Context: an optimization exercise on an open-source flow, tuned for small area and few clock cycles. The choices shown serve that exercise and are no tape-out recipe.
Only simulation tests tie the RTL to the original design; equivalence was not proved.
No activity file was given, so power comes from the tool's default toggle rates.

Design rv_core, start of the top module:
module rv_core (
	input logic clk,
	input logic mif,
	output logic [31:0] o_imem_addr,
	input logic [31:0] i_imem_data,
	output logic [31:0] o_dmem_addr,
	output logic [31:0] o_dmem_wdata,
	output logic [3:0] o_dmem_be,
	output logic o_dmem_we,
	input logic [31:0] i_dmem_rdata,
	output logic o_retire_valid,
	output logic [31:0] o_retire_pc,
	output logic o_retire_we,
	output logic [4:0] o_retire_rd,
	output logic [31:0] o_retire_data
);
	logic [31:0] ins;
	assign ins = i_imem_data;
	logic [6:0] op;
	logic [2:0] f3;
	logic [6:0] f7;
	logic [4:0] rd;
	assign op = ins[6:0];
	assign f3 = ins[14:12];
	assign f7 = ins[31:25];
	assign rd = ins[11:7];
	logic is_lui, is_auipc, is_jal, is_jalr, is_br, is_load, is_store, is_opimm, is_op;
	logic f7_zero, f7_alt;
	assign f7_zero = f7 == 7'b0000000;
	assign f7_alt = f7 == 7'b0100000;
	assign is_lui = op == 7'b0110111;
	assign is_auipc = op == 7'b0010111;
	assign is_jal = op == 7'b1101111;
	assign is_jalr = op == 7'b1100111 && f3 == 3'b000;
	assign is_br = op == 7'b1100011 && f3[2:1] != 2'b01;
	assign is_load = op == 7'b0000011 && f3 != 3'b011 && f3[2:1] != 2'b11;
	assign is_store = op == 7'b0100011 && (f3[2:1] == 2'b00 || f3 == 3'b010);
	assign is_opimm = op == 7'b0010011 && (f3[1:0] != 2'b01 || f7_zero || (f3[2] && f7_alt));
	assign is_op = op == 7'b0110011 && (f7_zero || (f7_alt && !f3[1] && f3[2] == f3[0]));
	logic rd_we;
	assign rd_we = (is_lui || is_auipc || is_jal || is_jalr || is_load || is_opimm || is_op) &&
		rd != 5'd0;
	logic c_alu, c_upper, c_link, c_load;
	assign c_alu = op[4] && !op[6] && !op[2];  
	assign c_upper = op[4] && !op[6] && op[2];  
	assign c_link = op[6] && op[2];  
	assign c_load = !op[6] && !op[5] && !op[4];
	logic [31:0] regs [1:31];
	logic [31:1] valid;
	logic [31:1] sel1;
	logic [31:1] sel2;
	logic [31:0] rs1_val;
	logic [31:0] rs2_val;
	logic [31:0] pc_full;
	logic jal_like;
	logic rd_pc;
  ...
export LEC_CHECK = 0
export CAP_MARGIN = 20
export CORE_MARGIN = 2
export CORE_UTILIZATION = 50
export CTS_BUF_LIST = sky130_fd_sc_hd__clkbuf_16
export CTS_CLUSTER_DIAMETER = 90
export CTS_CLUSTER_SIZE = 25
export PLACE_DENSITY = 0.65
export SETUP_SLACK_MARGIN = 0.2
export SLEW_MARGIN = 20
export SYNTH_HIERARCHICAL = 1
export SYNTH_MINIMUM_KEEP_SIZE = 0
create_clock -name core_clock -period 12.0 [get_ports {clk}]
standard.sh (not shown) runs the stock make flow with config.mk's settings and CLKGATE_MAP_FILE= SYNTH_SCRIPT=/design/flow/synth_recipe.tcl, a recipe that flattens the netlist after the stock synthesis.
==> flow/flow/run.sh <==
#!/bin/bash
# The standard layout (standard.sh), with plain buf_2 cells as the port buffers instead of the
# delay cells buffer_ports picks by default. make's output goes to standard.log; ORFS keeps each
# step's own log under orfs/logs.
set -e
export BUFFER_PORTS_ARGS="-buffer_cell sky130_fd_sc_hd__buf_2"
bash standard.sh > standard.log 2>&1
The baseline finished clean.
Testbench counts at the start, summed over its fixed seeds: cycles 16,570.
Then changed:
CAP_MARGIN = 10   (was 20)
CORE_UTILIZATION = 55   (was 50)
PLACE_DENSITY = 0.7   (was 0.65)
SETUP_SLACK_MARGIN = 0.3   (was 0.2)
SLEW_MARGIN = 10   (was 20)
Effect: The changed run produced a clean layout; routed wire length shrinks by a few percent; worst hold slack stays flat; clock skew shrinks by 0.020 ns; combinational power is about the same; via count hardly moves; utilization rises by 4.8 points; cell area goes down slightly.

* * *

Another version of the RTL of rv_core (not shown whole).
Size in the first run: roughly 4500 cells after synthesis, about 240 I/O pins, roughly 0.049 mm2 of cells after synthesis.
Settings: LEC_CHECK=0, CAP_MARGIN=10, CORE_MARGIN=2, CORE_UTILIZATION=55, CTS_BUF_LIST=sky130_fd_sc_hd__clkbuf_16, CTS_CLUSTER_DIAMETER=90, CTS_CLUSTER_SIZE=25, PLACE_DENSITY=0.7, SETUP_SLACK_MARGIN=0.1, SLEW_MARGIN=10, SYNTH_HIERARCHICAL=1, SYNTH_MINIMUM_KEEP_SIZE=0; clock period 12.0 ns.
==> flow/flow/run.sh <==
#!/bin/bash
# The standard layout (standard.sh), with plain buf_1 cells as the port buffers instead of the
# delay cells buffer_ports picks by default. make's output goes to standard.log; ORFS keeps each
# step's own log under orfs/logs.
set -e
export BUFFER_PORTS_ARGS="-buffer_cell sky130_fd_sc_hd__buf_1"
bash standard.sh > standard.log 2>&1
The starting point finished but fails on setup timing.
Testbench counts at the start, summed over its fixed seeds: cycles 16,570.
Change:
==> flow/flow/run.sh (replaced) <==
#!/bin/bash
# The standard layout (standard.sh), with plain buf_2 cells as the port buffers instead of the
# delay cells buffer_ports picks by default. make's output goes to standard.log; ORFS keeps each
# step's own log under orfs/logs.
set -e
export BUFFER_PORTS_ARGS="-buffer_cell sky130_fd_sc_hd__buf_2"
bash standard.sh > standard.log 2>&1
Settings changed: CAP_MARGIN 10 to 20, CORE_UTILIZATION 55 to 50, PLACE_DENSITY 0.7 to 0.65, SETUP_SLACK_MARGIN 0.1 to 0.3, SLEW_MARGIN 10 to 20.
Outcome:
- This time the run passed the timing, design-rule and antenna checks
- synthesized cell count stays the same
- routed wire length rises by 2.6%
- worst setup slack gains 0.45 ns
- combinational power barely changes
- utilization falls by 5.2 points
- fmax rises by 3.9%
- flip-flop and latch count stays the same
- final cell count rises by 2.2%

* * *

== north ==
rv_core, a different RTL version from the one above (not shown whole).
Size in the first run: ~1100 flip-flops, about 240 I/O pins, ~52000 µm² of cells after synthesis.
==> flow/config.mk <==
export PLATFORM = sky130hd
export DESIGN_NAME = rv_core
export DESIGN_NICKNAME = rv_core
export VERILOG_FILES = /design/flow/design.v
export SDC_FILE = /design/flow/constraint.sdc
export NUM_CORES = 4
export LEC_CHECK = 0
export CAP_MARGIN = 20
export CORE_MARGIN = 2
export CORE_UTILIZATION = 50
export CTS_BUF_LIST = sky130_fd_sc_hd__clkbuf_8
export PLACE_DENSITY = 0.65
export SETUP_SLACK_MARGIN = 0
export SLEW_MARGIN = 20
export SYNTH_HIERARCHICAL = 1
export SYNTH_MINIMUM_KEEP_SIZE = 0
==> flow/constraint.sdc <==
create_clock -name core_clock -period 12.0 [get_ports {clk}]
set_input_delay 2.4000 -clock core_clock [delete_from_list [all_inputs] [get_ports {clk}]]
set_output_delay 2.4000 -clock core_clock [all_outputs]
set_load 0.01 [all_outputs]
==> flow/flow/run.sh <==
#!/bin/bash
# The standard layout, with smaller port buffers and a power (downsizing) recovery pass after
# global routing. standard.sh's make output goes to standard.log; ORFS keeps each step's log.
set -e
export BUFFER_PORTS_ARGS="-buffer_cell sky130_fd_sc_hd__buf_1"
export RECOVER_POWER=100
bash standard.sh > standard.log 2>&1
The flow completed for north, but it is not clean: the layout still shows capacitance limit, slew limit, setup timing.
Testbench counts of north, summed over its fixed seeds: cycles 16,570.
Input changes introduced in south (baseline for comparison: north):
==> flow/run.sh (new file) <==
#!/bin/bash
# synth_recipe.tcl (not shown) runs the flow's synth.tcl, then flattens the netlist and writes it again
# the make line also repeats each setting of config.mk as NAME=value (left out here)
make -C /OpenROAD-flow-scripts/flow DESIGN_CONFIG=/design/flow/config.mk WORK_HOME=/design/flow/orfs CLKGATE_MAP_FILE= SYNTH_SCRIPT=/design/flow/synth_recipe.tcl finish
removed: flow/flow/run.sh
removed: flow/standard.sh
--- outcome ---
- No crash in south: every stage finished, but the layout fails its final checks due to setup timing.
- Against north, south reports a worst slew margin relative to its limit that is higher.
- Cmp north and south / utilization / lower: north
- Clock power for south: about 4% down relative to north
- Going from north to south, final cell count grew by a few percent.
- Comparing north against south, there is no change at all in post-route DRC violation count.
- Summary — count of clock-buffer cells in the layout, south relative to north: lower, by 13.
- Proportion of cell area occupied by registers: south < north
- Going from north to south, the total chip power was found to have gone up by 0.97%.
- After detailed routing, north needs less wire than south.
- Against north as the reference, south delivers a higher met3 demand-to-capacity share in global routing.

[separate check: timing with driven ports]
No port has a modelled driver above. Below, the same layouts with a new extraction and two added sets of constraints. Step 1, drivers: a clkbuf_16 drives clk and a buf_2 each remaining input, both assumed. Step 2 also shifts input and output timing later by t, the mid clock arrival at the registers, as if the neighbouring blocks saw the same clock. a / b / c = ideal ports / drivers / drivers and shift; a / b = the first two.
| run | shift t [ns] | slack for setup (ns) | clock arrival spread, ns | slew at the worst register clock pin (ns) |
|---|---|---|---|---|
| the first run of note 1 | 0.794 | 0.401 / 0.300 / 0.300 | 0.052 / 0.052 | 0.11 / 0.11 |
| the second run of note 1 | 0.794 | 0.316 / 0.292 / 0.292 | 0.033 / 0.033 | 0.11 / 0.11 |
| the first run of note 2 | 0.758 | -0.210 / -0.239 / -0.239 | 0.057 / 0.057 | 0.11 / 0.11 |
| the second run of note 2 | 0.774 | 0.245 / 0.154 / 0.154 | 0.025 / 0.025 | 0.11 / 0.11 |
| north | 0.968 | -0.221 / -0.361 / -0.893 | 0.044 / 0.043 | 0.07 / 0.07 |
| south | 0.956 | -0.066 / -0.101 / -0.101 | 0.054 / 0.054 | 0.08 / 0.08 |
The setup slack of north, which loses most, moves by -0.140 ns with the drivers and by -0.672 ns with both steps.
